What follows belongs to an exercise in optimizing a design on an open flow for small area, a short achievable clock period and few clock cycles per item; a production flow would make more cautious choices. At most, simulation tests tie the RTL to the original design; equivalence was not proved. The RTL of runs 2 to 4 was laid out without a check of its function. No activity file was given, so power comes from the tool's default toggle rates.

==> design.v <==
`timescale 1ns / 1ps
package pcea_pkg;
  localparam int PACKS_DEFAULT = 18;
  localparam logic [20:0] CODE_VOLT = 21'h18FF36;
  localparam logic [20:0] CODE_TEMP = 21'h18FF4B;
  localparam int IN_DATA_W  = 96;
  localparam int OUT_DATA_W = 96;
  localparam int SUM_W      = 14;   
endpackage
`timescale 1ns / 1ps
module pcea_front #(
  parameter int PACKS = pcea_pkg::PACKS_DEFAULT
) (
  input  logic                           clk,
  input  logic                           rst_n,
  input  logic                           in_tvalid,
  output logic                           in_tready,
  input  logic [pcea_pkg::IN_DATA_W-1:0] in_tdata,
  input  logic                           in_tuser,
  input  logic                           stall,        
  input  logic                           rdy,          
  output logic [PACKS-1:0]               wv_r,         
  output logic [PACKS-1:0]               wt_r,         
  output logic                           ev_r,         
  output logic [63:0]                    bytes_r
);
  logic [7:0]  pack_raw;
  logic [7:0]  pack_dec;
  logic [20:0] code;
  logic        is_volt;
  logic        is_temp;
  logic        take;
  assign pack_raw = in_tdata[7:0];
  assign pack_dec = (pack_raw != 8'd0) ? pack_raw - 8'd1 : 8'd0;
  assign code     = in_tdata[28:8];
  assign is_volt  = code == pcea_pkg::CODE_VOLT;
  assign is_temp  = code == pcea_pkg::CODE_TEMP;
  assign take     = in_tvalid && rdy;
  always_ff @(posedge clk) begin
    if (!rst_n) begin
      wv_r  <= '0;
      wt_r  <= '0;
      ev_r  <= 1'b0;
    end else begin
      if (take) begin
        for (int p = 0; p < PACKS; p++) begin
          wv_r[p] <= !in_tuser && is_volt && pack_dec == 8'(p);
          wt_r[p] <= !in_tuser && is_temp && pack_dec == 8'(p);
        end
        ev_r <= in_tuser;
      end else if (!stall) begin
        wv_r <= '0;
        wt_r <= '0;
        ev_r <= 1'b0;
      end
    end
  end
  always_ff @(posedge clk) begin
    if (take) begin
      bytes_r <= in_tdata[92:29];
    end
  end
  assign in_tready = rdy;
endmodule
`timescale 1ns / 1ps
module pcea_queue #(
  parameter int W      = 16,
  parameter bit IS_MAX = 1'b1
) (
  input  logic            clk,
  input  logic [18*W-1:0] val,
  input  logic [18*8-1:0] cl,
  output logic [W-1:0]    rval,
  output logic [7:0]      rcl
);
  function automatic logic ge(input logic [W-1:0] a, input logic [W-1:0] b);
    logic [W-1:0] g;
    logic [W-1:0] p;
    g = a & ~b;
    p = a | ~b;
    for (int l = 0; l < $clog2(W); l++) begin
      for (int i = 0; i < (W >> (l + 1)); i++) begin
        g[i] = g[2*i+1] | (p[2*i+1] & g[2*i]);
        p[i] = p[2*i+1] & p[2*i];
      end
    end
    ge = g[0] | p[0];
  endfunction
  function automatic logic beats(input logic [W-1:0] b, input logic [W-1:0] a);
    beats = IS_MAX ? ge(b, a) : ge(a, b);
  endfunction
  logic [W-1:0] v    [18];
  logic [7:0]   c    [18];
  logic [8:0]   d1;
  logic [8:0]   d1_r;
  logic [W-1:0] n1   [9];
  logic [17:0]  oh;
  logic [2:0]   b2;
  logic [2:0]   t2;
  logic [W-1:0] gv   [3];
  logic [7:0]   gc   [3];
  logic [W-1:0] gv_r [3];
  logic [7:0]   gc_r [3];
  logic         rb;
  logic         rt;
  always_comb begin
    for (int i = 0; i < 18; i++) begin
      v[i] = val[W*i +: W];
      c[i] = cl[8*i +: 8];
    end
    for (int k = 0; k < 9; k++) begin
      d1[k] = beats(v[2*k+1], v[2*k]);
    end
  end
  always_ff @(posedge clk) begin
    d1_r <= d1;
  end
  always_comb begin
    for (int k = 0; k < 9; k++) begin
      n1[k] = d1_r[k] ? v[2*k+1] : v[2*k];
    end
    for (int g = 0; g < 3; g++) begin
      b2[g] = beats(n1[3*g+1], n1[3*g]);
      t2[g] = beats(n1[3*g+2], n1[3*g]) && beats(n1[3*g+2], n1[3*g+1]);
      gv[g] = t2[g] ? n1[3*g+2] : (b2[g] ? n1[3*g+1] : n1[3*g]);
      oh[6*g+5] = t2[g] && d1_r[3*g+2];
      oh[6*g+4] = t2[g] && !d1_r[3*g+2];
      oh[6*g+3] = !t2[g] && b2[g] && d1_r[3*g+1];
      oh[6*g+2] = !t2[g] && b2[g] && !d1_r[3*g+1];
      oh[6*g+1] = !t2[g] && !b2[g] && d1_r[3*g];
      oh[6*g]   = !t2[g] && !b2[g] && !d1_r[3*g];
      gc[g] = '0;
      for (int l = 0; l < 6; l++) begin
        gc[g] = gc[g] | ({8{oh[6*g+l]}} & c[6*g+l]);
      end
    end
  end
  always_ff @(posedge clk) begin
    for (int g = 0; g < 3; g++) begin
      gv_r[g] <= gv[g];
      gc_r[g] <= gc[g];
    end
  end
  always_comb begin
    rb   = beats(gv_r[1], gv_r[0]);
    rt   = beats(gv_r[2], gv_r[0]) && beats(gv_r[2], gv_r[1]);
    rval = rt ? gv_r[2] : (rb ? gv_r[1] : gv_r[0]);
    rcl  = rt ? gc_r[2] : (rb ? gc_r[1] : gc_r[0]);
  end
endmodule
module pcea_pick2 #(
  parameter int W      = 16,
  parameter bit IS_MAX = 1'b1
) (
  input  logic            clk,
  input  logic [18*W-1:0] val,
  input  logic [18*8-1:0] cl,
  output logic [W-1:0]    rval,
  output logic [7:0]      rcl
);
  function automatic logic ge(input logic [W-1:0] a, input logic [W-1:0] b);
    logic [W-1:0] g;
    logic [W-1:0] p;
    g = a & ~b;
    p = a | ~b;
    for (int l = 0; l < $clog2(W); l++) begin
      for (int i = 0; i < (W >> (l + 1)); i++) begin
        g[i] = g[2*i+1] | (p[2*i+1] & g[2*i]);
        p[i] = p[2*i+1] & p[2*i];
      end
    end
    ge = g[0] | p[0];
  endfunction
  function automatic logic beats(input logic [W-1:0] b, input logic [W-1:0] a);
    beats = IS_MAX ? ge(b, a) : ge(a, b);
  endfunction
  logic [W-1:0] v    [18];
  logic [8:0]   d1;
  logic [W-1:0] n1   [9];
  logic [2:0]   s2   [3];
  logic [2:0]   b2;
  logic [17:0]  oh;
  logic [17:0]  oh_r;
  logic [W-1:0] gv   [3];
  logic [2:0]   rs;
  logic         rb;
  logic [17:0]  fin;
  always_comb begin
    for (int i = 0; i < 18; i++) begin
      v[i] = val[W*i +: W];
    end
    for (int k = 0; k < 9; k++) begin
      d1[k] = beats(v[2*k+1], v[2*k]);
      n1[k] = d1[k] ? v[2*k+1] : v[2*k];
    end
    for (int g = 0; g < 3; g++) begin
      b2[g]    = beats(n1[3*g+1], n1[3*g]);
      s2[g][2] = beats(n1[3*g+2], n1[3*g]) && beats(n1[3*g+2], n1[3*g+1]);
      s2[g][1] = !s2[g][2] && b2[g];
      s2[g][0] = !s2[g][2] && !b2[g];
      for (int m = 0; m < 3; m++) begin
        oh[6*g+2*m+1] = s2[g][m] && d1[3*g+m];
        oh[6*g+2*m]   = s2[g][m] && !d1[3*g+m];
      end
    end
  end
  always_ff @(posedge clk) begin
    oh_r <= oh;
  end
  always_comb begin
    for (int g = 0; g < 3; g++) begin
      gv[g] = '0;
      for (int l = 0; l < 6; l++) begin
        gv[g] = gv[g] | ({W{oh_r[6*g+l]}} & v[6*g+l]);
      end
    end
    rb    = beats(gv[1], gv[0]);
    rs[2] = beats(gv[2], gv[0]) && beats(gv[2], gv[1]);
    rs[1] = !rs[2] && rb;
    rs[0] = !rs[2] && !rb;
    rval  = rs[2] ? gv[2] : (rb ? gv[1] : gv[0]);
    rcl   = '0;
    for (int i = 0; i < 18; i++) begin
      fin[i] = rs[i/6] && oh_r[i];
      rcl = rcl | ({8{fin[i]}} & cl[8*i +: 8]);
    end
  end
endmodule
`timescale 1ns / 1ps
module pcea_back #(
  parameter int PACKS = pcea_pkg::PACKS_DEFAULT
) (
  input  logic                            clk,
  input  logic                            rst_n,
  input  logic [PACKS-1:0]                wv_r,
  input  logic [PACKS-1:0]                wt_r,
  input  logic                            ev_r,
  input  logic [63:0]                     bytes_r,
  output logic                            stall,
  output logic                            rdy_r,        
  output logic                            out_tvalid,
  input  logic                            out_tready,
  output logic [pcea_pkg::OUT_DATA_W-1:0] out_tdata
);
  localparam int SUM_W = pcea_pkg::SUM_W;
  logic [PACKS*16-1:0] vmax_r, vmin_r;
  logic [PACKS*8-1:0]  vmax_cell_r, vmin_cell_r;
  logic [PACKS*8-1:0]  tmax_r, tmin_r, tmax_cell_r, tmin_cell_r;
  logic [SUM_W-1:0]    sum_r;
  logic [63:0]      wd;
  logic [PACKS-1:0] env, ent;
  logic             stall_r;
  logic             any_t;
  assign wd    = bytes_r & {64{rst_n}};
  assign env   = (wv_r & {PACKS{!stall_r}}) | {PACKS{!rst_n}};
  assign ent   = (wt_r & {PACKS{!stall_r}}) | {PACKS{!rst_n}};
  assign any_t = (|wt_r) && !stall_r;
  always_ff @(posedge clk) begin
    for (int p = 0; p < PACKS; p++) begin
      if (env[p]) begin
        vmax_r[16*p +: 16]    <= {wd[23:16], wd[31:24]};
        vmin_r[16*p +: 16]    <= {wd[39:32], wd[47:40]};
        vmax_cell_r[8*p +: 8] <= wd[55:48];
        vmin_cell_r[8*p +: 8] <= wd[63:56];
      end
      if (ent[p]) begin
        tmax_r[8*p +: 8]      <= wd[7:0];
        tmin_r[8*p +: 8]      <= wd[15:8];
        tmax_cell_r[8*p +: 8] <= wd[23:16];
        tmin_cell_r[8*p +: 8] <= wd[31:24];
      end
    end
  end
  logic [7:0] old_max, old_min;
  always_comb begin
    old_max = '0;
    old_min = '0;
    for (int p = 0; p < PACKS; p++) begin
      old_max = old_max | ({8{wt_r[p]}} & tmax_r[8*p +: 8]);
      old_min = old_min | ({8{wt_r[p]}} & tmin_r[8*p +: 8]);
    end
  end
  logic [9:0] dsum_r;
  logic       dv_r;
  always_ff @(posedge clk) begin
    dsum_r <= 10'(bytes_r[7:0]) + 10'(bytes_r[15:8]) - 10'(old_max) - 10'(old_min);
  end
  always_ff @(posedge clk) begin
    if (!rst_n) begin
      dv_r  <= 1'b0;
      sum_r <= '0;
    end else begin
      dv_r <= any_t;
      if (dv_r) begin
        sum_r <= sum_r + {{(SUM_W-10){dsum_r[9]}}, dsum_r};
      end
    end
  end
  logic [15:0] vh, vl;
  logic [7:0]  vhc, vlc, th, thc, tl, tlc;
  pcea_queue #(.W(16), .IS_MAX(1'b1)) u_vh (.clk(clk), .val(vmax_r), .cl(vmax_cell_r), .rval(vh), .rcl(vhc));
  pcea_queue #(.W(16), .IS_MAX(1'b0)) u_vl (.clk(clk), .val(vmin_r), .cl(vmin_cell_r), .rval(vl), .rcl(vlc));
  pcea_pick2 #(.W(8),  .IS_MAX(1'b1)) u_th (.clk(clk), .val(tmax_r), .cl(tmax_cell_r), .rval(th), .rcl(thc));
  pcea_pick2 #(.W(8),  .IS_MAX(1'b0)) u_tl (.clk(clk), .val(tmin_r), .cl(tmin_cell_r), .rval(tl), .rcl(tlc));
  logic a2_v_r, a3_v_r, c1_v_r, c2_v_r, c3_v_r, out_v_r;
  logic a2_go;
  logic a2_v_nx, out_v_nx, busy_nx;
  assign stall    = stall_r;
  assign a2_go    = a2_v_r && !stall_r;
  assign a2_v_nx  = stall_r || ev_r;
  assign out_v_nx = c3_v_r || (out_v_r && !out_tready);
  assign busy_nx  = a2_go || a3_v_r || c1_v_r || c2_v_r || out_v_nx;
  always_ff @(posedge clk) begin
    if (!rst_n) begin
      a2_v_r  <= 1'b0;
      a3_v_r  <= 1'b0;
      c1_v_r  <= 1'b0;
      c2_v_r  <= 1'b0;
      c3_v_r  <= 1'b0;
      out_v_r <= 1'b0;
      stall_r <= 1'b0;
      rdy_r   <= 1'b1;
    end else begin
      a2_v_r  <= a2_v_nx;
      a3_v_r  <= a2_go;
      c1_v_r  <= a3_v_r;
      c2_v_r  <= c1_v_r;
      c3_v_r  <= c2_v_r;
      out_v_r <= out_v_nx;
      stall_r <= a2_v_nx && busy_nx;
      rdy_r   <= !(a2_v_nx && busy_nx);
    end
  end
  logic [79:0]      res_r;
  logic [SUM_W-1:0] sum_snap_r;
  logic [SUM_W-1:0] rem_r;
  logic [17:0]      m15_r;
  logic [18:0]      m31_r;
  logic             rdy_res_r;
  logic [8:0]       avg_r;
  logic [25:0]      prod;
  always_ff @(posedge clk) begin
    if (a2_go) begin
      sum_snap_r <= sum_r;
    end
    if (a2_go) begin
      res_r[79:48] <= {tlc, tl, thc, th};
    end
    if (a3_v_r) begin
      res_r[47:0]  <= {vlc, vl, vhc, vh};
    end
  end
  assign prod = {m15_r, 9'd0} + 26'(m31_r);
  always_ff @(posedge clk) begin
    rem_r     <= sum_snap_r - SUM_W'(res_r[55:48]) - SUM_W'(res_r[71:64]);
    m15_r     <= {rem_r, 4'd0} - 18'(rem_r);
    m31_r     <= {rem_r, 5'd0} - 19'(rem_r);
    rdy_res_r <= (res_r[39:24] != 16'd0) && (res_r[71:64] != 8'd0);
    avg_r     <= {rdy_res_r, prod[25:18]};
  end
  assign out_tvalid = out_v_r;
  assign out_tdata  = {7'd0, avg_r, res_r};
endmodule
`timescale 1ns / 1ps
module pack_cell_extreme_aggregator_top #(
  parameter int PACKS = pcea_pkg::PACKS_DEFAULT
) (
  input  logic                            clk,
  input  logic                            rst_n,
  input  logic                            in_tvalid,
  output logic                            in_tready,
  input  logic [pcea_pkg::IN_DATA_W-1:0]  in_tdata,
  input  logic                            in_tuser,
  output logic                            out_tvalid,
  input  logic                            out_tready,
  output logic [pcea_pkg::OUT_DATA_W-1:0] out_tdata
);
  logic [PACKS-1:0] wv, wt;
  logic             ev;
  logic [63:0]      bytes;
  logic             stall;
  logic             rdy;
  pcea_front #(
    .PACKS(PACKS)
  ) u_front (
    .clk      (clk),
    .rst_n    (rst_n),
    .in_tvalid(in_tvalid),
    .in_tready(in_tready),
    .in_tdata (in_tdata),
    .in_tuser (in_tuser),
    .stall     (stall),
    .rdy       (rdy),
    .wv_r     (wv),
    .wt_r     (wt),
    .ev_r     (ev),
    .bytes_r  (bytes)
  );
  pcea_back #(
    .PACKS(PACKS)
  ) u_back (
    .clk       (clk),
    .rst_n     (rst_n),
    .wv_r      (wv),
    .wt_r      (wt),
    .ev_r      (ev),
    .bytes_r   (bytes),
    .stall     (stall),
    .rdy_r     (rdy),
    .out_tvalid(out_tvalid),
    .out_tready(out_tready),
    .out_tdata (out_tdata)
  );
endmodule
==> run.sh <==
#!/bin/bash
# synth_recipe.tcl (not shown) runs the flow's synth.tcl, then flattens the netlist and writes it again
# the make line also repeats each setting of config.mk as NAME=value (left out here)
make -C /OpenROAD-flow-scripts/flow DESIGN_CONFIG=/design/flow/config.mk WORK_HOME=/design/flow/orfs CLKGATE_MAP_FILE= SYNTH_SCRIPT=/design/flow/synth_recipe.tcl finish
==> config.mk <==
export PLATFORM = sky130hd
export DESIGN_NAME = pack_cell_extreme_aggregator_top
export DESIGN_NICKNAME = pack_cell_extreme_aggregator_top
export VERILOG_FILES = /design/flow/design.v
export SDC_FILE = /design/flow/constraint.sdc
export NUM_CORES = 4
export LEC_CHECK = 0
export CAP_MARGIN = 20
export CORE_MARGIN = 2
export CORE_UTILIZATION = 60
export CTS_CLUSTER_DIAMETER = 100
export CTS_CLUSTER_SIZE = 30
export PLACE_DENSITY = 0.7
export SETUP_SLACK_MARGIN = 5
export SLEW_MARGIN = 20
==> constraint.sdc <==
create_clock -name core_clock -period 9.0 [get_ports {clk}]
set_input_delay 1.8000 -clock core_clock [delete_from_list [all_inputs] [get_ports {clk}]]
set_output_delay 1.8000 -clock core_clock [all_outputs]
set_load 0.01 [all_outputs]
==> flow_metrics.py, run 1 <==
metrics = {
    "clock_tree": {
        "clk_latency_ns": 0.73,
        "holdBufCountCts": 0,
        "cts_inserted_buffers": 75,
        "clock-sinks": 1917,
        "htreeDepth": 3,
        "root_buffer": "clkbuf_16",
        "cts.clk_slew.worst_paths_ns": 0.11,
        "clockBufferDepth": 3,
        "cts_tree": "yes",
    },
    "synthesis": {
        "synthMuxAreaShare": 0.104,
        "synth-edff-count": 1598,
        "yosys.area_share.simple": 0.0763,
        "synthCells": 7165,
        "syn_area_um2": 90600,
        "synth_flop_cell": "edfxtp_1",
        "synth_top_family_by_area": "compound AO/OA/AOI/OAI gates",
        "synth_compound_area_frac": 0.123,
        "yosysWarnings": 28,
        "synth.ff_latch_count": 1917,
        "synth_fa_ha_area_frac": 0.0542,
        "synth-xor-area-share": 0.00629,
        "ys_seq_area_frac": 0.600,
        "synth_area_per_cell_um2": 12.6,
        "synthArstFlopShare": 0,
        "yosysUniqueCellTypes": 87,
    },
    "global_routing": {
        "grt_max_degree": 121,
        "grt_usage": 0.334,
        "overflow": 0,
        "grt_pass1_wl_um": 381000,
        "antenna_found_initial": 7,
        "first_global_vias": 59600,
    },
    "sta": {
        "worst_slack_ns": 4.75,
        "final.setup.tns_ns": 0,
        "slew_violations": 0,
        "fmax_mhz": 235,
        "rsz0062_at_grt": "yes",
        "worst_pin_slew_ns": 1.17,
        "timing_hold_violations_final": 0,
        "period_minus_slack_ns": 4.25,
        "clock_skew_ns": 0.0302,
        "finalSetupViolations": 0,
        "relSlewSlack": 0.216,
        "period_share": 0.472,
        "holdWs_ns": 0.357,
    },
    "power_and_ir_drop": {
        "power_leakage_nw": 38.0,
        "p_per_area_nw_per_um2": 221,
        "vdd_drop_max_mv": 0.268,
        "seqPwrFrac": 0.501,
        "power.total_mw": 22.6,
        "p_int_mw": 15.5,
        "p_comb_frac": 0.304,
        "p_switching_mw": 7.10,
        "switching_share": 0.314,
        "clock_power_share": 0.195,
    },
    "die": {
        "fp-row-count": 142,
        "core_um2": 150000,
        "dieArea_um2": 154000,
        "start_util": 0.605,
        "ios": 199,
        "die_w_um": 393,
        "die_y_um": 393,
    },
    "routing": {
        "drt_iter0_markers": 6481,
        "postRouteAntennaNets": 0,
        "wl_per_cell_um": 27.6,
        "drc": 0,
        "totalWireLength_um": 264000,
        "post_drt_via_cell_ratio": 6.48,
        "drtPass1Iterations": 7,
        "vias": 61900,
    },
    "worst_setup_path": {
        "cp_common_cell": "maj3_2",
        "arrival_ns": 4.72,
        "worst-path-max-fanout": 12,
        "slowest_delay_ns": 0.35,
        "end_kind": "flop",
        "cp-start-kind": "flop",
        "crit_required_ns": 9.47,
        "cpLargestDelayFamily": "adder cells",
        "worstPathCellList": "nand2b_4 > maj3_2 > maj3_2 > maj3_2 > maj3_2 > maj3_2 > maj3_2 > maj3_2 > maj3_2 > maj3_2 > nand2_2 > a31oi_4 > buf_12 > mux2_4",
        "cp_num_buf_inv": 1,
        "critPathKind": "reg2reg",
        "critPathSlowestCell": "dfxtp_2",
    },
    "flow_run": {
        "cap_violations": 0,
    },
    "place": {
        "dp_cells": 9231,
        "pre_cts_slack_ns": 3.63,
        "gp_congestion": 1.02,
        "dp_hpwl_um": 172000,
        "placement.io_buffers": 188,
    },
    "cells_and_area": {
        "layout.cells.non_filler": 9546,
        "antenna_cells": 0,
        "final_nets": 7663,
        "layout-drive-gt1-share": 0.146,
        "area_delta_synth_final_pct": 12.8,
        "fillers": 10700,
    },
    "hold_path": {
        "holdCritPathClass": "reg2reg",
    },
    "run_status": {
        "status": "complete, no violations",
    },
}
worst paths after layout:
path                                                     start                    endpoint  slack (ns)  cells past startpoint
worst min-delay path                  u_back.rdy_res_r$_DFF_P_     u_back.avg_r[8]$_DFF_P_        0.36                      0
worst min register to register        u_back.rdy_res_r$_DFF_P_     u_back.avg_r[8]$_DFF_P_        0.36                      0
worst max register to register  u_back.u_vl.gv_r[1][0]$_DFF_P_  u_back.res_r[43]$_DFFE_PP_        4.75                     14
worst max-delay path            u_back.u_vl.gv_r[1][0]$_DFF_P_  u_back.res_r[43]$_DFFE_PP_        4.75                     14
logic make-up (layout without fill, tap and decap cells):
kind of cell	after synthesis	count (layout)
other cells	1	7
compound gates	1606	1609
fa+ha+maj	452	453
flops	1917	1917
xor+xnor	65	65
mux	903	903
simple gates	1370	1371
buf+inv	851	1205
registers in the layout, summed over array words and instances, names as in the netlist, 14 cells and up:
register            flops
u_back.tmax_r         144
u_front.wt_r           18
u_back.u_vl.gv_r       48
u_back.u_vh.gc_r       24
u_back.sum_r           14
u_back.u_tl.oh_r       18
u_front.bytes_r        64
u_back.m15_r           17
u_back.res_r           80
u_back.vmin_r         288
u_back.vmax_cell_r    144
u_back.rem_r           14
u_back.tmax_cell_r    144
u_back.vmin_cell_r    144
u_front.wv_r           18
u_back.u_vl.gc_r       24
u_back.tmin_cell_r    144
u_back.sum_snap_r      14
u_back.u_th.oh_r       18
u_back.u_vh.gv_r       48
u_back.vmax_r         288
u_back.tmin_r         144
cells in the mapped netlist (91+ instances only):
cell type / count / area [um^2]
dfxtp_1: 319 / 6390
nor2_1: 238 / 893
edfxtp_1: 1598 / 48000
o22ai_1: 91 / 569
mux2_2: 251 / 2830
a22oi_1: 372 / 2790
maj3_1: 346 / 3460
a21oi_1: 197 / 986
and2_1: 96 / 601
clkbuf_1: 178 / 668
o21ai_0: 330 / 1650
inv_1: 600 / 2250
nand2b_1: 158 / 988
nor2b_1: 186 / 1160
a221oi_1: 124 / 1090
nand3_1: 115 / 576
nand2_1: 370 / 1390
mux2i_1: 642 / 6430
layer usage:
metal | vias up | share of wire | global-route usage | wire [um]
met2 | 2763 | 0.47 | 0.552 | 125000
met4 | 2 | 0.044 | 0.128 | 11500
met3 | 558 | 0.076 | 0.0439 | 20100
met5 | - | 0.000049 | 0 | 13
met1 | 30800 | 0.41 | 0.451 | 107000
li1 | 27700 | - | - | -
power by group through the flow:
stage	registers (mW)	logic, mW	clock network [mW]
after floorplan	11.1	4.10	0
after global placement	11.5	5.48	0
after detailed placement	11.5	5.57	0
after CTS	11.3	6.31	4.46
after global routing	11.4	7.32	4.74
final	11.3	6.87	4.39
worst reg2reg max path, stage by stage (launching register included):
cell and delay, ns:
dfxtp_2 0.35, nand2b_4 0.13, maj3_2 0.30, maj3_2 0.30, maj3_2 0.30, maj3_2 0.31
maj3_2 0.30, maj3_2 0.31, maj3_2 0.30, maj3_2 0.30, maj3_2 0.31, nand2_2 0.09
a31oi_4 0.12, buf_12 0.20, mux2_4 0.36
cells in the final DEF, fill, tap and decap left out, drive strengths merged, types with 19 or more instances in the layout:
master	count
edfxtp	1598
mux2i	642
inv	599
a22oi	372
nand2	371
maj3	362
o21ai	340
dfxtp	319
buf	264
mux2	261
nor2	239
a21oi	198
clkdlybuf4s50	187
nor2b	186
nand2b	158
clkbuf	136
a221oi	125
nand3	115
and2	96
o22ai	91
ha	73
nor3	51
xnor2	49
nand4	44
a31oi	42
a211oi	39
o221ai	36
o31ai	35
a2111oi	33
a21o	32
o21a	32
o211ai	27
and3	27
o21bai	25
o2111ai	24
a22o	21
nor4	21
nor3b	20
a21boi	19
what timing repair did:
action	4_1_cts	5_1_grt
gates cloned	21	11
gates resized for setup	337	309
buffers inserted	87	59
endpoints found under the setup margin	282	303
pin swaps	67	116
area by class of cell:
type                    instances  area (um^2)  area share
clock buffers                 125         2170      0.0212
inverters                     600         2280      0.0223
flip-flops and latches       1917        54500       0.534
repair buffers                469         5150      0.0505
clock inverters                11          106     0.00104
multi-input cells            4408        35400       0.346
well taps                    2016         2520      0.0247
per-stage QoR:
step / util / cell area (um^2)
after floorplan: - / 90700
after global placement: 0.636 / 95300
after detailed placement: 0.636 / 95300
after CTS: 0.669 / 100000
after global routing: 0.682 / 102000
final: 0.682 / 102000
Testbench counts, summed over its fixed seeds: cycles 16,984, evals 1,288.
==> inputs of run 2 (changes only) <==
--- a/design.v
+++ b/design.v
@@ -20,3 +20,2 @@
   input  logic                           stall,        
-  input  logic                           rdy,          
   output logic [PACKS-1:0]               wv_r,         
@@ -37,3 +36,3 @@
   assign is_temp  = code == pcea_pkg::CODE_TEMP;
-  assign take     = in_tvalid && rdy;
+  assign take     = in_tvalid && !stall;
   always_ff @(posedge clk) begin
@@ -62,3 +61,3 @@
   end
-  assign in_tready = rdy;
+  assign in_tready = !stall;
 endmodule
@@ -92,87 +91,2 @@
   logic [W-1:0] v    [18];
-  logic [7:0]   c    [18];
-  logic [8:0]   d1;
-  logic [8:0]   d1_r;
-  logic [W-1:0] n1   [9];
-  logic [17:0]  oh;
-  logic [2:0]   b2;
-  logic [2:0]   t2;
-  logic [W-1:0] gv   [3];
-  logic [7:0]   gc   [3];
-  logic [W-1:0] gv_r [3];
-  logic [7:0]   gc_r [3];
-  logic         rb;
-  logic         rt;
-  always_comb begin
-    for (int i = 0; i < 18; i++) begin
-      v[i] = val[W*i +: W];
-      c[i] = cl[8*i +: 8];
-    end
-    for (int k = 0; k < 9; k++) begin
-      d1[k] = beats(v[2*k+1], v[2*k]);
-    end
-  end
-  always_ff @(posedge clk) begin
-    d1_r <= d1;
-  end
-  always_comb begin
-    for (int k = 0; k < 9; k++) begin
-      n1[k] = d1_r[k] ? v[2*k+1] : v[2*k];
-    end
-    for (int g = 0; g < 3; g++) begin
-      b2[g] = beats(n1[3*g+1], n1[3*g]);
-      t2[g] = beats(n1[3*g+2], n1[3*g]) && beats(n1[3*g+2], n1[3*g+1]);
-      gv[g] = t2[g] ? n1[3*g+2] : (b2[g] ? n1[3*g+1] : n1[3*g]);
-      oh[6*g+5] = t2[g] && d1_r[3*g+2];
-      oh[6*g+4] = t2[g] && !d1_r[3*g+2];
-      oh[6*g+3] = !t2[g] && b2[g] && d1_r[3*g+1];
-      oh[6*g+2] = !t2[g] && b2[g] && !d1_r[3*g+1];
-      oh[6*g+1] = !t2[g] && !b2[g] && d1_r[3*g];
-      oh[6*g]   = !t2[g] && !b2[g] && !d1_r[3*g];
-      gc[g] = '0;
-      for (int l = 0; l < 6; l++) begin
-        gc[g] = gc[g] | ({8{oh[6*g+l]}} & c[6*g+l]);
-      end
-    end
-  end
-  always_ff @(posedge clk) begin
-    for (int g = 0; g < 3; g++) begin
-      gv_r[g] <= gv[g];
-      gc_r[g] <= gc[g];
-    end
-  end
-  always_comb begin
-    rb   = beats(gv_r[1], gv_r[0]);
-    rt   = beats(gv_r[2], gv_r[0]) && beats(gv_r[2], gv_r[1]);
-    rval = rt ? gv_r[2] : (rb ? gv_r[1] : gv_r[0]);
-    rcl  = rt ? gc_r[2] : (rb ? gc_r[1] : gc_r[0]);
-  end
-endmodule
-module pcea_pick2 #(
-  parameter int W      = 16,
-  parameter bit IS_MAX = 1'b1
-) (
-  input  logic            clk,
-  input  logic [18*W-1:0] val,
-  input  logic [18*8-1:0] cl,
-  output logic [W-1:0]    rval,
-  output logic [7:0]      rcl
-);
-  function automatic logic ge(input logic [W-1:0] a, input logic [W-1:0] b);
-    logic [W-1:0] g;
-    logic [W-1:0] p;
-    g = a & ~b;
-    p = a | ~b;
-    for (int l = 0; l < $clog2(W); l++) begin
-      for (int i = 0; i < (W >> (l + 1)); i++) begin
-        g[i] = g[2*i+1] | (p[2*i+1] & g[2*i]);
-        p[i] = p[2*i+1] & p[2*i];
-      end
-    end
-    ge = g[0] | p[0];
-  endfunction
-  function automatic logic beats(input logic [W-1:0] b, input logic [W-1:0] a);
-    beats = IS_MAX ? ge(b, a) : ge(a, b);
-  endfunction
-  logic [W-1:0] v    [18];
   logic [8:0]   d1;
@@ -239,3 +153,2 @@
   output logic                            stall,
-  output logic                            rdy_r,        
   output logic                            out_tvalid,
@@ -302,7 +215,7 @@
   pcea_queue #(.W(16), .IS_MAX(1'b0)) u_vl (.clk(clk), .val(vmin_r), .cl(vmin_cell_r), .rval(vl), .rcl(vlc));
-  pcea_pick2 #(.W(8),  .IS_MAX(1'b1)) u_th (.clk(clk), .val(tmax_r), .cl(tmax_cell_r), .rval(th), .rcl(thc));
-  pcea_pick2 #(.W(8),  .IS_MAX(1'b0)) u_tl (.clk(clk), .val(tmin_r), .cl(tmin_cell_r), .rval(tl), .rcl(tlc));
-  logic a2_v_r, a3_v_r, c1_v_r, c2_v_r, c3_v_r, out_v_r;
+  pcea_queue #(.W(8),  .IS_MAX(1'b1)) u_th (.clk(clk), .val(tmax_r), .cl(tmax_cell_r), .rval(th), .rcl(thc));
+  pcea_queue #(.W(8),  .IS_MAX(1'b0)) u_tl (.clk(clk), .val(tmin_r), .cl(tmin_cell_r), .rval(tl), .rcl(tlc));
+  logic a2_v_r, c1_v_r, c2_v_r, out_v_r;
   logic a2_go;
-  logic a2_v_nx, out_v_nx, busy_nx;
+  logic a2_v_nx, c1_v_nx, c2_v_nx, out_v_nx;
   assign stall    = stall_r;
@@ -310,4 +223,5 @@
   assign a2_v_nx  = stall_r || ev_r;
-  assign out_v_nx = c3_v_r || (out_v_r && !out_tready);
-  assign busy_nx  = a2_go || a3_v_r || c1_v_r || c2_v_r || out_v_nx;
+  assign c1_v_nx  = a2_go;
+  assign c2_v_nx  = c1_v_r;
+  assign out_v_nx = c2_v_r || (out_v_r && !out_tready);
   always_ff @(posedge clk) begin
@@ -315,18 +229,12 @@
       a2_v_r  <= 1'b0;
-      a3_v_r  <= 1'b0;
       c1_v_r  <= 1'b0;
       c2_v_r  <= 1'b0;
-      c3_v_r  <= 1'b0;
       out_v_r <= 1'b0;
       stall_r <= 1'b0;
-      rdy_r   <= 1'b1;
     end else begin
       a2_v_r  <= a2_v_nx;
-      a3_v_r  <= a2_go;
-      c1_v_r  <= a3_v_r;
-      c2_v_r  <= c1_v_r;
-      c3_v_r  <= c2_v_r;
+      c1_v_r  <= c1_v_nx;
+      c2_v_r  <= c2_v_nx;
       out_v_r <= out_v_nx;
-      stall_r <= a2_v_nx && busy_nx;
-      rdy_r   <= !(a2_v_nx && busy_nx);
+      stall_r <= a2_v_nx && (c1_v_nx || c2_v_nx || out_v_nx);
     end
@@ -336,25 +244,18 @@
   logic [SUM_W-1:0] rem_r;
-  logic [17:0]      m15_r;
-  logic [18:0]      m31_r;
-  logic             rdy_res_r;
   logic [8:0]       avg_r;
-  logic [25:0]      prod;
   always_ff @(posedge clk) begin
     if (a2_go) begin
+      res_r      <= {tlc, tl, thc, th, vlc, vl, vhc, vh};
       sum_snap_r <= sum_r;
     end
-    if (a2_go) begin
-      res_r[79:48] <= {tlc, tl, thc, th};
-    end
-    if (a3_v_r) begin
-      res_r[47:0]  <= {vlc, vl, vhc, vh};
-    end
   end
-  assign prod = {m15_r, 9'd0} + 26'(m31_r);
   always_ff @(posedge clk) begin
-    rem_r     <= sum_snap_r - SUM_W'(res_r[55:48]) - SUM_W'(res_r[71:64]);
-    m15_r     <= {rem_r, 4'd0} - 18'(rem_r);
-    m31_r     <= {rem_r, 5'd0} - 19'(rem_r);
-    rdy_res_r <= (res_r[39:24] != 16'd0) && (res_r[71:64] != 8'd0);
-    avg_r     <= {rdy_res_r, prod[25:18]};
+    rem_r <= sum_snap_r - SUM_W'(res_r[55:48]) - SUM_W'(res_r[71:64]);
+  end
+  logic [12:0] c_half;
+  logic [25:0] c_prod;
+  assign c_half = rem_r[SUM_W-1:1];
+  assign c_prod = (26'(c_half) << 13) - (26'(c_half) << 9) + (26'(c_half) << 5) - 26'(c_half);
+  always_ff @(posedge clk) begin
+    avg_r <= {(res_r[39:24] != 16'd0) && (res_r[71:64] != 8'd0), c_prod[24:17]};
   end
@@ -381,3 +282,2 @@
   logic             stall;
-  logic             rdy;
   pcea_front #(
@@ -392,3 +292,2 @@
     .stall     (stall),
-    .rdy       (rdy),
     .wv_r     (wv),
@@ -408,3 +307,2 @@
     .stall     (stall),
-    .rdy_r     (rdy),
     .out_tvalid(out_tvalid),
--- a/config.mk
+++ b/config.mk
@@ -9,7 +9,3 @@
 export CORE_MARGIN = 2
-export CORE_UTILIZATION = 60
-export CTS_CLUSTER_DIAMETER = 100
-export CTS_CLUSTER_SIZE = 30
-export PLACE_DENSITY = 0.7
-export SETUP_SLACK_MARGIN = 5
+export CORE_UTILIZATION = 40
 export SLEW_MARGIN = 20
==> flow_metrics.py, run 2 <==
metrics = {
    "power_and_ir_drop": {
        "p_per_area_nw_per_um2": 252,
        "vdd_drop_max_mv": 0.206,
        "power_leakage_nw": 36.6,
    },
    "hold_path": {
        "min_to": "u_back.sum_snap_r[13]$_DFFE_PP_",
        "holdCritPathClass": "reg2reg",
        "min_from": "u_back.sum_r[13]$_SDFFE_PN0P_",
        "holdPathStages": 0,
    },
    "synthesis": {
        "yosysTopAreaCellShare": 0.541,
        "synthCells": 7376,
        "synth-edff-count": 1598,
        "yosysWarnings": 22,
        "netlist_top_cells_area": "edfxtp_1, a22oi_1, mux2i_1, dfxtp_1, maj3_1",
        "yosys.area.top_type": "edfxtp_1",
        "synth.ff_latch_count": 1759,
        "ys_top_cells_by_count": "edfxtp_1, a22oi_1, inv_1",
        "synth_area_per_cell_um2": 12.0,
        "yosys.cell_count.top_type": "edfxtp_1",
        "yosysUniqueCellTypes": 105,
        "synthArstFlopShare": 0,
        "synth_flop_cell": "edfxtp_1",
        "syn_area_um2": 88800,
        "ys_seq_area_frac": 0.577,
    },
    "run_status": {
        "status": "complete, no violations",
    },
    "global_routing": {
        "grt_max_degree": 82,
        "grt_usage": 0.259,
        "grt_pass1_wl_um": 434000,
        "antenna_found_initial": 10,
        "overflow": 0,
        "first_global_vias": 63600,
    },
    "cells_and_area": {
        "reg_top3": "u_back.vmax_r: 288 flops, u_back.vmin_r: 288 flops",
        "final_common_cell": "edfxtp_1",
        "multiInputGateArea_um2": 34700,
        "final_nets": 7854,
        "layout.cells.non_filler": 10800,
        "area_delta_synth_final_pct": 14.3,
        "register_area_um2": 51200,
        "fillers": 19700,
        "final_cell_mix": "edfxtp_1, a22oi_1, inv_1, nand2_1, mux2i_1",
        "layout-drive-gt1-share": 0.0982,
    },
    "place": {
        "gp_congestion": 0.976,
        "dp_hpwl_um": 206000,
        "placement.io_buffers": 188,
        "dp_cells": 10400,
    },
    "clock_tree": {
        "cts.clk_slew.worst_paths_ns": 0.06,
        "clk_latency_ns": 0.87,
        "clockBufferDepth": 3,
        "cts_setup_buffers": 0,
        "cts_resized": 0,
        "cts_tree": "yes",
        "holdBufCountCts": 0,
        "htreeDepth": 4,
        "root_buffer": "clkbuf_16",
        "cts_inserted_buffers": 191,
        "clock-sinks": 1759,
    },
    "routing": {
        "drc": 0,
        "drtPass1Iterations": 8,
        "wl_met3_um": 21900,
        "totalWireLength_um": 300000,
        "vias": 66000,
        "postRouteAntennaNets": 0,
        "wl_per_cell_um": 27.9,
        "drt_iter0_markers": 7329,
        "dr_wl_met2_um": 140000,
        "post_drt_via_cell_ratio": 6.13,
        "drt-met1-wl_um": 125000,
        "top_layer": "met4",
    },
    "sta": {
        "relSlewSlack": 0.172,
        "rsz0062_at_grt": "no",
        "final.setup.tns_ns": 0,
        "slew_violations": 0,
        "clock_skew_ns": 0.0634,
        "finalSetupViolations": 0,
        "period_share": 0.597,
        "worst_pin_slew_ns": 1.24,
        "fmax_mhz": 186,
        "timing_hold_violations_final": 0,
        "period_minus_slack_ns": 5.37,
    },
    "worst_setup_path": {
        "worstReg2RegEnd": "u_back.res_r[0]$_DFFE_PP_",
        "r2r-start": "u_back.u_vh.oh_r[16]$_DFF_P_",
        "end_kind": "flop",
        "arrival_ns": 5.96,
        "worstRegToRegCells": 15,
        "crit_required_ns": 9.58,
        "r2r_slack_ns": 3.63,
        "cp-start-kind": "flop",
        "critPathKind": "reg2reg",
        "worst-path-max-fanout": 14,
    },
    "die": {
        "fp-row-count": 172,
        "dieArea_um2": 226000,
        "core_um2": 220000,
        "start_util": 0.403,
        "ios": 199,
        "die_w_um": 475,
        "die_y_um": 475,
    },
    "flow_run": {
        "cap_violations": 0,
    },
}
==> run 2: cell count changes in the layout (fill, tap and decap cells not counted), sizes merged, moves of 91 or more <==
cell   delta
a22oi   +420
mux2     -95
dfxtp   -158
maj3     -91
mux2i   -307
buf     -108
==> run 2: worst max path at each step <==
stage / startpoint / endpoint / slack (ns)
2_1_floorplan: in_tvalid / u_front.wv_r[3]$_SDFFE_PN0P_ / 2.78
3_3_place_gp: u_back.u_vh.oh_r[16]$_DFF_P_ / u_back.res_r[0]$_DFFE_PP_ / 3.66
3_5_place_dp: u_back.u_vh.oh_r[16]$_DFF_P_ / u_back.res_r[0]$_DFFE_PP_ / 3.71
4_1_cts: u_back.u_vh.oh_r[16]$_DFF_P_ / u_back.res_r[0]$_DFFE_PP_ / 3.68
5_1_grt: u_back.u_vh.oh_r[16]$_DFF_P_ / u_back.res_r[0]$_DFFE_PP_ / 3.44
6_report: u_back.u_vh.oh_r[16]$_DFF_P_ / u_back.res_r[0]$_DFFE_PP_ / 3.63
==> run 2: logic make-up after synthesis <==
kind of cell               synth area share
xor gates and xnor gates            0.00424
buffers and inverters                0.0382
AOI/OAI and AO/OA                     0.177
adders and majority gates            0.0499
DFF                                   0.577
and+or+nand+nor                      0.0946
muxes                                0.0588
other                             0.0000422
==> run 2: stage by stage <==
step	hold slack [ns]	total power, mW	util	setup WS (ns)	cell area [um^2]
after floorplan	0.426	15.0	-	2.78	88800
after global placement	0.434	17.4	0.431	3.66	94900
after detailed placement	0.447	17.5	0.431	3.71	94900
after CTS	0.427	25.6	0.461	3.68	101000
after global routing	0.447	26.6	0.461	3.44	101000
final	0.432	25.5	0.461	3.63	101000
==> run 2: area by class of cell <==
class / instances / share of cell area
antenna: 5 / 0.000123
multi-input combinational: 4750 / 0.342
sequential: 1759 / 0.505
timing repair buffer: 344 / 0.0302
clock buffer: 222 / 0.0491
clock inverter: 137 / 0.0152
inverter: 589 / 0.0218
tap: 2958 / 0.0365
==> run 2: worst max-delay path, cell delays in order (launching register included) <==
cell and delay, ns:
dfxtp_1 0.74, buf_4 0.35, a22oi_1 0.11, nand3_1 0.21
o22ai_1 0.11, a31o_1 0.23, maj3_1 0.35, maj3_1 0.37
maj3_1 0.36, maj3_1 0.38, nor2_1 0.20, o21ai_0 0.13
maj3_2 0.34, a21oi_4 0.43, buf_4 0.36, mux2_2 0.38
==> run 2: power by group <==
group | internal, mW | switching, mW
Sequential | 9.68 | 0.679
Combinational | 2.69 | 4.36
Clock | 4.62 | 3.47
==> run 2: per-layer routing <==
| layer | vias up | global-route usage |
|---|---|---|
| met5 | - | 0 |
| met4 | 0 | 0.110 |
| met3 | 593 | 0.0400 |
| met2 | 3062 | 0.417 |
| met1 | 33000 | 0.347 |
| li1 | 29300 | - |
==> inputs of run 3 (changes only) <==
--- a/design.v
+++ b/design.v
@@ -20,2 +20,3 @@
   input  logic                           stall,        
+  input  logic                           stall_risk,   
   output logic [PACKS-1:0]               wv_r,         
@@ -31,2 +32,3 @@
   logic        take;
+  logic        rdy_r;
   assign pack_raw = in_tdata[7:0];
@@ -36,3 +38,3 @@
   assign is_temp  = code == pcea_pkg::CODE_TEMP;
-  assign take     = in_tvalid && !stall;
+  assign take     = in_tvalid && rdy_r;
   always_ff @(posedge clk) begin
@@ -42,2 +44,3 @@
       ev_r  <= 1'b0;
+      rdy_r <= 1'b1;
     end else begin
@@ -54,2 +57,3 @@
       end
+      rdy_r <= !stall_risk;
     end
@@ -61,3 +65,3 @@
   end
-  assign in_tready = !stall;
+  assign in_tready = rdy_r;
 endmodule
@@ -74,17 +78,4 @@
 );
-  function automatic logic ge(input logic [W-1:0] a, input logic [W-1:0] b);
-    logic [W-1:0] g;
-    logic [W-1:0] p;
-    g = a & ~b;
-    p = a | ~b;
-    for (int l = 0; l < $clog2(W); l++) begin
-      for (int i = 0; i < (W >> (l + 1)); i++) begin
-        g[i] = g[2*i+1] | (p[2*i+1] & g[2*i]);
-        p[i] = p[2*i+1] & p[2*i];
-      end
-    end
-    ge = g[0] | p[0];
-  endfunction
   function automatic logic beats(input logic [W-1:0] b, input logic [W-1:0] a);
-    beats = IS_MAX ? ge(b, a) : ge(a, b);
+    beats = IS_MAX ? (b >= a) : (b <= a);
   endfunction
@@ -94,3 +85,2 @@
   logic [2:0]   s2   [3];
-  logic [2:0]   b2;
   logic [17:0]  oh;
@@ -99,3 +89,2 @@
   logic [2:0]   rs;
-  logic         rb;
   logic [17:0]  fin;
@@ -110,6 +99,5 @@
     for (int g = 0; g < 3; g++) begin
-      b2[g]    = beats(n1[3*g+1], n1[3*g]);
       s2[g][2] = beats(n1[3*g+2], n1[3*g]) && beats(n1[3*g+2], n1[3*g+1]);
-      s2[g][1] = !s2[g][2] && b2[g];
-      s2[g][0] = !s2[g][2] && !b2[g];
+      s2[g][1] = !s2[g][2] && beats(n1[3*g+1], n1[3*g]);
+      s2[g][0] = !s2[g][2] && !beats(n1[3*g+1], n1[3*g]);
       for (int m = 0; m < 3; m++) begin
@@ -130,7 +118,6 @@
     end
-    rb    = beats(gv[1], gv[0]);
     rs[2] = beats(gv[2], gv[0]) && beats(gv[2], gv[1]);
-    rs[1] = !rs[2] && rb;
-    rs[0] = !rs[2] && !rb;
-    rval  = rs[2] ? gv[2] : (rb ? gv[1] : gv[0]);
+    rs[1] = !rs[2] && beats(gv[1], gv[0]);
+    rs[0] = !rs[2] && !beats(gv[1], gv[0]);
+    rval  = rs[2] ? gv[2] : (rs[1] ? gv[1] : gv[0]);
     rcl   = '0;
@@ -153,2 +140,3 @@
   output logic                            stall,
+  output logic                            stall_risk,
   output logic                            out_tvalid,
@@ -164,8 +152,7 @@
   logic [PACKS-1:0] env, ent;
-  logic             stall_r;
   logic             any_t;
   assign wd    = bytes_r & {64{rst_n}};
-  assign env   = (wv_r & {PACKS{!stall_r}}) | {PACKS{!rst_n}};
-  assign ent   = (wt_r & {PACKS{!stall_r}}) | {PACKS{!rst_n}};
-  assign any_t = (|wt_r) && !stall_r;
+  assign env   = (wv_r & {PACKS{!stall}}) | {PACKS{!rst_n}};
+  assign ent   = (wt_r & {PACKS{!stall}}) | {PACKS{!rst_n}};
+  assign any_t = (|wt_r) && !stall;
   always_ff @(posedge clk) begin
@@ -195,16 +182,8 @@
   end
-  logic [9:0] dsum_r;
-  logic       dv_r;
-  always_ff @(posedge clk) begin
-    dsum_r <= 10'(bytes_r[7:0]) + 10'(bytes_r[15:8]) - 10'(old_max) - 10'(old_min);
-  end
   always_ff @(posedge clk) begin
     if (!rst_n) begin
-      dv_r  <= 1'b0;
       sum_r <= '0;
-    end else begin
-      dv_r <= any_t;
-      if (dv_r) begin
-        sum_r <= sum_r + {{(SUM_W-10){dsum_r[9]}}, dsum_r};
-      end
+    end else if (any_t) begin
+      sum_r <= sum_r + SUM_W'(bytes_r[7:0]) + SUM_W'(bytes_r[15:8])
+                     - SUM_W'(old_max) - SUM_W'(old_min);
     end
@@ -217,11 +196,11 @@
   pcea_queue #(.W(8),  .IS_MAX(1'b0)) u_tl (.clk(clk), .val(tmin_r), .cl(tmin_cell_r), .rval(tl), .rcl(tlc));
-  logic a2_v_r, c1_v_r, c2_v_r, out_v_r;
+  logic a2_v_r, c_v_r, out_v_r;
   logic a2_go;
-  logic a2_v_nx, c1_v_nx, c2_v_nx, out_v_nx;
-  assign stall    = stall_r;
-  assign a2_go    = a2_v_r && !stall_r;
-  assign a2_v_nx  = stall_r || ev_r;
-  assign c1_v_nx  = a2_go;
-  assign c2_v_nx  = c1_v_r;
-  assign out_v_nx = c2_v_r || (out_v_r && !out_tready);
+  logic a2_v_nx, c_v_nx, out_v_nx;
+  assign a2_go      = a2_v_r && !c_v_r && (!out_v_r || out_tready);
+  assign stall      = a2_v_r && !a2_go;
+  assign a2_v_nx    = stall ? a2_v_r : ev_r;
+  assign c_v_nx     = a2_go;
+  assign out_v_nx   = c_v_r || (out_v_r && !out_tready);
+  assign stall_risk = a2_v_nx && (c_v_nx || out_v_nx);
   always_ff @(posedge clk) begin
@@ -229,12 +208,8 @@
       a2_v_r  <= 1'b0;
-      c1_v_r  <= 1'b0;
-      c2_v_r  <= 1'b0;
+      c_v_r   <= 1'b0;
       out_v_r <= 1'b0;
-      stall_r <= 1'b0;
     end else begin
       a2_v_r  <= a2_v_nx;
-      c1_v_r  <= c1_v_nx;
-      c2_v_r  <= c2_v_nx;
+      c_v_r   <= c_v_nx;
       out_v_r <= out_v_nx;
-      stall_r <= a2_v_nx && (c1_v_nx || c2_v_nx || out_v_nx);
     end
@@ -243,3 +218,2 @@
   logic [SUM_W-1:0] sum_snap_r;
-  logic [SUM_W-1:0] rem_r;
   logic [8:0]       avg_r;
@@ -251,11 +225,12 @@
   end
-  always_ff @(posedge clk) begin
-    rem_r <= sum_snap_r - SUM_W'(res_r[55:48]) - SUM_W'(res_r[71:64]);
-  end
-  logic [12:0] c_half;
-  logic [25:0] c_prod;
-  assign c_half = rem_r[SUM_W-1:1];
+  logic [SUM_W-1:0] c_rem;
+  logic [12:0]      c_half;
+  logic [25:0]      c_prod;
+  assign c_rem  = sum_snap_r - SUM_W'(res_r[55:48]) - SUM_W'(res_r[71:64]);
+  assign c_half = c_rem[SUM_W-1:1];
   assign c_prod = (26'(c_half) << 13) - (26'(c_half) << 9) + (26'(c_half) << 5) - 26'(c_half);
   always_ff @(posedge clk) begin
-    avg_r <= {(res_r[39:24] != 16'd0) && (res_r[71:64] != 8'd0), c_prod[24:17]};
+    if (c_v_r) begin
+      avg_r <= {(res_r[39:24] != 16'd0) && (res_r[71:64] != 8'd0), c_prod[24:17]};
+    end
   end
@@ -281,3 +256,3 @@
   logic [63:0]      bytes;
-  logic             stall;
+  logic             stall, stall_risk;
   pcea_front #(
@@ -292,2 +267,3 @@
     .stall     (stall),
+    .stall_risk(stall_risk),
     .wv_r     (wv),
@@ -307,2 +283,3 @@
     .stall     (stall),
+    .stall_risk(stall_risk),
     .out_tvalid(out_tvalid),
==> flow_metrics.py, run 3 <==
metrics = {
    "run_status": {
        "status": "complete, no violations",
    },
    "routing": {
        "totalWireLength_um": 299000,
        "vias": 66200,
        "drc": 0,
        "postRouteAntennaNets": 0,
        "post_drt_via_cell_ratio": 5.88,
        "drt_iter0_markers": 6367,
        "wl_per_cell_um": 26.6,
        "drtPass1Iterations": 7,
    },
    "place": {
        "detailed_place.area_um2": 102000,
        "gp_congestion": 0.937,
        "placement.io_buffers": 188,
        "dp_hpwl_um": 210000,
    },
    "sta": {
        "rsz0062_at_grt": "no",
        "relSlewSlack": 0.200,
        "worst_pin_slew_ns": 1.20,
        "period_minus_slack_ns": 6.43,
        "clock_skew_ns": 0.0715,
        "slew_violations": 0,
        "timing_hold_violations_final": 0,
        "final.setup.tns_ns": 0,
        "finalSetupViolations": 0,
        "period_share": 0.715,
        "fmax_mhz": 155,
    },
    "cells_and_area": {
        "final_cell_mix": "edfxtp_1, ha_1, a22oi_1, inv_1, mux2i_1",
        "reg_top3": "u_back.vmax_r: 288 flops, u_back.vmin_r: 288 flops",
        "register_area_um2": 50800,
        "post-route-util": 0.456,
        "fin_area_um2": 109000,
        "area_delta_synth_final_pct": 13.3,
        "layout-drive-gt1-share": 0.104,
        "final_common_cell": "edfxtp_1",
        "fillers": 21500,
        "final_nets": 9137,
        "multiInputGateArea_um2": 41900,
    },
    "synthesis": {
        "ys_seq_area_frac": 0.529,
        "syn_area_um2": 96000,
        "synth.ff_latch_count": 1734,
        "synth_flop_cell": "edfxtp_1",
        "yosysTopAreaCellShare": 0.503,
        "yosys.cell_count.top_type": "edfxtp_1",
        "synth-edff-count": 1607,
        "yosysUniqueCellTypes": 86,
        "ys_top_cells_by_count": "edfxtp_1, ha_1, a22oi_1",
        "yosysWarnings": 22,
        "synth_area_per_cell_um2": 12.5,
        "netlist_top_cells_area": "edfxtp_1, ha_1, a22oi_1, mux2i_1, mux2_2",
        "yosys.area.top_type": "edfxtp_1",
        "synthCells": 7664,
        "synthArstFlopShare": 0,
    },
    "die": {
        "dieArea_um2": 244000,
        "start_util": 0.403,
        "ios": 199,
        "die_w_um": 494,
        "core_um2": 238000,
        "die_y_um": 494,
        "fp-row-count": 179,
    },
    "global_routing": {
        "antenna_found_initial": 4,
        "met2_usage": 0.403,
        "first_global_vias": 67000,
        "grt_max_degree": 79,
        "use_met3": 0.0399,
        "grt_most_used_layer": "met2",
        "grt_pass1_wl_um": 440000,
        "grt_usage": 0.241,
        "overflow": 0,
        "use_met1": 0.315,
    },
    "clock_tree": {
        "htreeDepth": 4,
        "root_buffer": "clkbuf_16",
        "cts_setup_buffers": 0,
        "cts.clk_slew.worst_paths_ns": 0.06,
        "cts_resized": 0,
        "holdBufCountCts": 0,
        "clk_latency_ns": 0.87,
        "clockBufferDepth": 3,
        "cts_inserted_buffers": 191,
        "clock-sinks": 1734,
        "cts_tree": "yes",
    },
    "flow_run": {
        "cap_violations": 0,
    },
    "worst_setup_path": {
        "critPathSlowestCell": "fa_1",
        "worstReg2RegEnd": "u_back.avg_r[7]$_DFFE_PP_",
        "cp_num_buf_inv": 4,
        "r2r-start": "u_back.res_r[50]$_DFFE_PP_",
        "r2r_slack_ns": 2.57,
        "slowest_delay_ns": 0.49,
        "worst-path-max-fanout": 4,
        "crit_required_ns": 9.60,
        "worstRegToRegCells": 25,
        "critPathKind": "reg2reg",
        "arrival_ns": 7.03,
        "cp-start-kind": "flop",
        "cpLargestDelayFamily": "compound AO/OA/AOI/OAI gates",
        "end_kind": "flop",
    },
    "power_and_ir_drop": {
        "power_leakage_nw": 44.5,
        "vdd_drop_max_mv": 0.299,
        "p_per_area_nw_per_um2": 259,
    },
    "hold_path": {
        "min_from": "u_back.sum_r[13]$_SDFFE_PN0P_",
        "min_to": "u_back.sum_snap_r[13]$_DFFE_PP_",
        "holdCritPathClass": "reg2reg",
        "holdPathStages": 0,
    },
}
-- run 3: changes by cell type after synthesis, sizes merged, moves of 115 or more --
cell	change
ha	+988
maj3	-269
a21o	+258
nor2	-126
mux2	+115
nand2	-115
-- run 3: per-layer routing --
metal  vias to the layer above  part of all wire
li1                      30100                 -
met1                     33200              0.42
met2                      2424              0.48
met3                       508             0.069
met4                         0             0.036
met5                         -                 0
-- run 3: cell families after synthesis --
logic type	synth area share
AOI/OAI and AO/OA	0.142
xor gates and xnor gates	0.00328
adders and majority gates	0.149
buffers and inverters	0.0375
DFF	0.529
muxes	0.0686
other	0.0000391
and+or+nand+nor	0.0698
-- run 3: layout make-up --
type | count | share of cell area
diodes | 4 | 0.0000920
well taps | 3167 | 0.0364
flip-flops and latches | 1734 | 0.467
repair buffers | 341 | 0.0278
clock inverters | 118 | 0.0135
inverters | 636 | 0.0220
clock buffers | 243 | 0.0480
multi-input cells | 5013 | 0.385
-- run 3: worst max path at each step --
stage / cells past startpoint / from / slack, ns / endpoint
final: 25 / u_back.res_r[50]$_DFFE_PP_ / 2.57 / u_back.avg_r[7]$_DFFE_PP_
after global routing: 25 / u_back.res_r[50]$_DFFE_PP_ / 2.04 / u_back.avg_r[7]$_DFFE_PP_
after CTS: 25 / u_back.res_r[50]$_DFFE_PP_ / 2.59 / u_back.avg_r[7]$_DFFE_PP_
after detailed placement: 25 / u_back.res_r[50]$_DFFE_PP_ / 2.59 / u_back.avg_r[7]$_DFFE_PP_
after global placement: 25 / u_back.res_r[50]$_DFFE_PP_ / 2.50 / u_back.avg_r[7]$_DFFE_PP_
after floorplan: 25 / u_back.res_r[66]$_DFFE_PP_ / 3.33 / u_back.avg_r[7]$_DFFE_PP_
-- run 3: power by group --
group	internal [mW]	leakage (nW)	switching (mW)
registers	9.66	17.3	0.676
clock network	4.87	3.26	3.41
logic	3.82	24.0	5.73
total	18.3	44.5	9.83
-- run 3: per-stage QoR --
step | std cells | hold slack, ns | worst slack, ns | power [mW]
6_report | 11300 | 0.448 | 2.57 | 28.2
5_1_grt | 11300 | 0.468 | 2.04 | 29.6
4_1_cts | 11300 | 0.448 | 2.59 | 28.3
3_5_place_dp | 10900 | 0.434 | 2.59 | 19.9
3_3_place_gp | 10900 | 0.431 | 2.50 | 19.8
2_1_floorplan | 7670 | 0.408 | 3.33 | 16.6
==> inputs of run 4 (changes only) <==
--- a/design.v
+++ b/design.v
@@ -129,2 +129,57 @@
 endmodule
+module pcea_elim #(
+  parameter int W      = 8,
+  parameter bit IS_MAX = 1'b1,
+  parameter int SPLIT  = 5
+) (
+  input  logic            clk,
+  input  logic [18*W-1:0] val,
+  input  logic [18*8-1:0] cl,
+  output logic [W-1:0]    rval,
+  output logic [7:0]      rcl
+);
+  logic [W-1:0]     v   [18];
+  logic [17:0]      c1;
+  logic [17:0]      c2;
+  logic [17:0]      c1_r;
+  logic [W-1:0]     x1;
+  logic [W-1:0]     x1_r;
+  logic [W-1:0]     x2;
+  logic [17:0]      hit;
+  logic [17:0]      above;
+  logic [17:0]      fin;
+  always_comb begin
+    for (int i = 0; i < 18; i++) begin
+      v[i] = IS_MAX ? val[W*i +: W] : ~val[W*i +: W];
+    end
+    c1 = '1;
+    x1 = '0;
+    for (int b = W-1; b >= W-SPLIT; b--) begin
+      for (int i = 0; i < 18; i++) hit[i] = c1[i] && v[i][b];
+      x1[b] = |hit;
+      for (int i = 0; i < 18; i++) c1[i] = c1[i] && (v[i][b] || !x1[b]);
+    end
+  end
+  always_ff @(posedge clk) begin
+    c1_r <= c1;
+    x1_r <= x1;
+  end
+  always_comb begin
+    c2 = c1_r;
+    x2 = x1_r;
+    for (int b = W-SPLIT-1; b >= 0; b--) begin
+      for (int i = 0; i < 18; i++) hit[i] = c2[i] && v[i][b];
+      x2[b] = |hit;
+      for (int i = 0; i < 18; i++) c2[i] = c2[i] && (v[i][b] || !x2[b]);
+    end
+    above[17] = 1'b0;
+    for (int i = 16; i >= 0; i--) above[i] = above[i+1] || c2[i+1];
+    rcl = '0;
+    for (int i = 0; i < 18; i++) begin
+      fin[i] = c2[i] && !above[i];
+      rcl = rcl | ({8{fin[i]}} & cl[8*i +: 8]);
+    end
+    rval = IS_MAX ? x2 : ~x2;
+  end
+endmodule
 `timescale 1ns / 1ps
@@ -192,6 +247,6 @@
   logic [7:0]  vhc, vlc, th, thc, tl, tlc;
-  pcea_queue #(.W(16), .IS_MAX(1'b1)) u_vh (.clk(clk), .val(vmax_r), .cl(vmax_cell_r), .rval(vh), .rcl(vhc));
-  pcea_queue #(.W(16), .IS_MAX(1'b0)) u_vl (.clk(clk), .val(vmin_r), .cl(vmin_cell_r), .rval(vl), .rcl(vlc));
-  pcea_queue #(.W(8),  .IS_MAX(1'b1)) u_th (.clk(clk), .val(tmax_r), .cl(tmax_cell_r), .rval(th), .rcl(thc));
-  pcea_queue #(.W(8),  .IS_MAX(1'b0)) u_tl (.clk(clk), .val(tmin_r), .cl(tmin_cell_r), .rval(tl), .rcl(tlc));
+  pcea_elim #(.W(16), .IS_MAX(1'b1), .SPLIT(9)) u_vh (.clk(clk), .val(vmax_r), .cl(vmax_cell_r), .rval(vh), .rcl(vhc));
+  pcea_elim #(.W(16), .IS_MAX(1'b0), .SPLIT(9)) u_vl (.clk(clk), .val(vmin_r), .cl(vmin_cell_r), .rval(vl), .rcl(vlc));
+  pcea_elim #(.W(8), .IS_MAX(1'b1), .SPLIT(5)) u_th (.clk(clk), .val(tmax_r), .cl(tmax_cell_r), .rval(th), .rcl(thc));
+  pcea_elim #(.W(8), .IS_MAX(1'b0), .SPLIT(5)) u_tl (.clk(clk), .val(tmin_r), .cl(tmin_cell_r), .rval(tl), .rcl(tlc));
   logic a2_v_r, c_v_r, out_v_r;
==> flow_metrics.py, run 4 <==
metrics = {
    "run_status": {
        "status": "complete, no violations",
    },
    "power_and_ir_drop": {
        "power_leakage_nw": 33.2,
        "p_per_area_nw_per_um2": 236,
        "vdd_drop_max_mv": 0.205,
    },
    "sta": {
        "finalSetupViolations": 0,
        "relSlewSlack": 0.218,
        "rsz0062_at_grt": "no",
        "worst_pin_slew_ns": 1.17,
        "period_share": 0.933,
        "fmax_mhz": 119,
        "holdWs_ns": 0.398,
        "period_minus_slack_ns": 8.39,
        "clock_skew_ns": 0.0518,
        "slew_violations": 0,
        "timing_hold_violations_final": 0,
        "final.setup.tns_ns": 0,
    },
    "global_routing": {
        "antenna_found_initial": 5,
        "grt_max_degree": 111,
        "grt_usage": 0.264,
        "overflow": 0,
        "first_global_vias": 58300,
        "grt_pass1_wl_um": 405000,
    },
    "place": {
        "dp_hpwl_um": 193000,
        "placement.io_buffers": 188,
        "gp_congestion": 0.964,
    },
    "worst_setup_path": {
        "worstPathCellList": "nand4_1 > nor2_2 > a21boi_1 > o22ai_1 > or4_1 > a22o_1 > o221ai_1 > nor3_1 > inv_1 > a22oi_1 > a2111oi_2 > nand4_1 > buf_12 > a21oi_1 > a22o_1 > nor3_2 > buf_4 > o21ai_0 > o32a_1 > o31ai_1 > or4_1 > or3_1 > a221oi_1 > buf_4",
        "end_kind": "flop",
        "worst-path-max-fanout": 23,
        "critPathSlowestCell": "or4_1",
        "arrival_ns": 9.14,
        "cp-start-kind": "flop",
        "crit_required_ns": 9.75,
        "slowest_delay_ns": 0.75,
        "critPathKind": "reg2reg",
    },
    "routing": {
        "vias": 59500,
        "wl_per_cell_um": 29.6,
        "post_drt_via_cell_ratio": 6.30,
        "postRouteAntennaNets": 0,
        "totalWireLength_um": 280000,
        "drt_iter0_markers": 6799,
        "drc": 0,
        "drtPass1Iterations": 6,
    },
    "cells_and_area": {
        "final_nets": 6829,
        "final_cell_mix": "edfxtp_1, inv_1, nand2_1, buf_4, a21oi_1",
        "layout-drive-gt1-share": 0.113,
        "reg_top3": "u_back.vmax_r: 288 flops, u_back.vmin_r: 288 flops",
        "area_delta_synth_final_pct": 15.6,
        "final_common_cell": "edfxtp_1",
    },
    "clock_tree": {
        "cts_setup_buffers": 0,
        "cts_inserted_buffers": 186,
        "cts.clk_slew.worst_paths_ns": 0.06,
        "holdBufCountCts": 0,
        "clockBufferDepth": 3,
        "htreeDepth": 4,
        "cts_tree": "yes",
        "clock-sinks": 1762,
        "clk_latency_ns": 0.85,
        "cts_resized": 0,
        "root_buffer": "clkbuf_16",
    },
    "die": {
        "die_y_um": 455,
        "dieArea_um2": 207000,
        "ios": 199,
        "fp-row-count": 165,
        "start_util": 0.402,
        "die_w_um": 455,
        "core_um2": 202000,
    },
    "synthesis": {
        "yosysUniqueCellTypes": 124,
        "yosysWarnings": 82,
        "yosysTopAreaCellShare": 0.593,
        "ys_top_cells_by_count": "edfxtp_1, inv_1, nand2_1",
        "syn_area_um2": 81300,
        "synth-edff-count": 1607,
        "synthCells": 6276,
        "synthArstFlopShare": 0,
        "yosys.area.top_type": "edfxtp_1",
        "ys_seq_area_frac": 0.632,
        "synth_area_per_cell_um2": 13.0,
        "synth_flop_cell": "edfxtp_1",
        "yosys.cell_count.top_type": "edfxtp_1",
        "netlist_top_cells_area": "edfxtp_1, dfxtp_1, inv_1, a22oi_1, a221oi_1",
        "synth.ff_latch_count": 1762,
    },
    "flow_run": {
        "cap_violations": 0,
    },
    "hold_path": {
        "holdCritPathClass": "reg2reg",
    },
}
run 4: cell count changes in the layout (fill, tap and decap cells not counted), sizes merged, moves of 75 or more:
cell / before / now
buf: 154 / 235
inv: 652 / 465
a22oi: 722 / 167
ha: 1079 / 80
nand3: 249 / 153
o211ai: 17 / 92
mux2i: 342 / 3
a221o: 6 / 117
mux2: 281 / 2
a211oi: 27 / 112
a21oi: 285 / 208
o221ai: 2 / 86
o22ai: 6 / 101
a21o: 298 / 78
run 4: cell families (layout without fill, tap and decap cells):
group	Yosys count	after routing	share of synthesized area
other	1	8	0.0000461
buffers and inverters	737	1222	0.0365
muxes	5	5	0.000646
DFF	1762	1762	0.632
adders and majority gates	121	121	0.0224
and+or+nand+nor	1566	1566	0.105
xor gates and xnor gates	33	33	0.00355
AOI/OAI and AO/OA	2051	2051	0.200
run 4: critical path: cells and delay by family, from the launching register on:
family / cells / cell delay (ns)
AOI/OAI and AO/OA: 12 / 4.04
buffers and inverters: 4 / 0.87
DFF: 1 / 0.53
and+or+nand+nor: 8 / 2.86
run 4: per-layer routing:
| metal | track usage | part of all wire | up-vias |
|---|---|---|---|
| met2 | 0.430 | 0.47 | 2874 |
| met5 | 0 | 0.000046 | - |
| met4 | 0.102 | 0.041 | 2 |
| met1 | 0.355 | 0.42 | 30000 |
| met3 | 0.0414 | 0.070 | 593 |
| li1 | - | - | 26100 |
run 4: metrics by stage:
stage               instance area [um^2]  setup slack, ns  total power [mW]  utilization  instances
finish                             94000            0.606              22.2        0.465       9440
CTS                                93900            0.682              22.3        0.465       9436
global route                       94000            0.109              23.0        0.465       9439
detailed placement                 87400            0.750              14.2        0.433       9088
global placement                   87400            0.731              14.2        0.432       9085
floorplan                          81300             2.64              12.6            -       6282
run 4: worst paths after layout:
kind | endpoint | depth (start not counted) | startpoint | slack [ns]
setup reg to reg | u_back.u_vl.c1_r[6]$_DFF_P_ | 24 | u_back.vmin_r[111]$_DFFE_PP_ | 0.61
hold / removal | u_back.res_r[53]$_DFFE_PP_ | 0 | u_back.u_th.x1_r[5]$_DFF_P_ | 0.40
hold reg to reg | u_back.res_r[53]$_DFFE_PP_ | 0 | u_back.u_th.x1_r[5]$_DFF_P_ | 0.40
setup / recovery | u_back.u_vl.c1_r[6]$_DFF_P_ | 24 | u_back.vmin_r[111]$_DFFE_PP_ | 0.61
run 4: power by group:
group	leakage, nW	internal, mW	total, mW	switching, mW
clock network	3.14	4.72	8.04	3.32
registers	17.5	9.56	10.0	0.446
logic	12.6	1.39	4.15	2.76
total	33.2	15.7	22.2	6.52
run 4: cell type report:
type / count / area [um^2]
Timing Repair Buffer: 422 / 3830
Multi-Input combinational cell: 3783 / 27300
Clock inverter: 101 / 1290
Clock buffer: 247 / 5150
Antenna cell: 1 / 2.50
Inverter: 452 / 1700
Sequential cell: 1762 / 51400
Fill cell: 18000 / 108000
Tap cell: 2672 / 3340

what the ideal ports hide:
Ports are ideal in the flow. The routed layouts listed here were re-timed in OpenROAD.
Step 1 sets driving cells, clkbuf_16 on the clock port and buf_2 on the other inputs (assumed; they add their load-dependent delay and slew).
Step 2, shift: input delay + t, output delay - t, t = (earliest + latest rising clock arrival at the registers) / 2. This alone moves slack from input paths to output paths.
a / b / c = ideal / step 1 / step 2; a / b = the first two.
run | shift t [ns] | setup WS [ns] | hold slack, ns
run 1 | 0.804 | 4.752 / 4.752 / 4.331 | 0.357 / 0.357 / 0.357
run 2 | 0.930 | 3.626 / 3.626 / 3.626 | 0.432 / 0.432 / 0.432
run 3 | 0.935 | 2.569 / 2.569 / 2.569 | 0.448 / 0.448 / 0.448
run 4 | 0.910 | 0.606 / 0.606 / 0.606 | 0.398 / 0.398 / 0.398
After both steps every run listed still meets setup and hold. The setup slack of run 1, which loses most, moves by 0.000 ns with the drivers and by -0.421 ns with both steps.
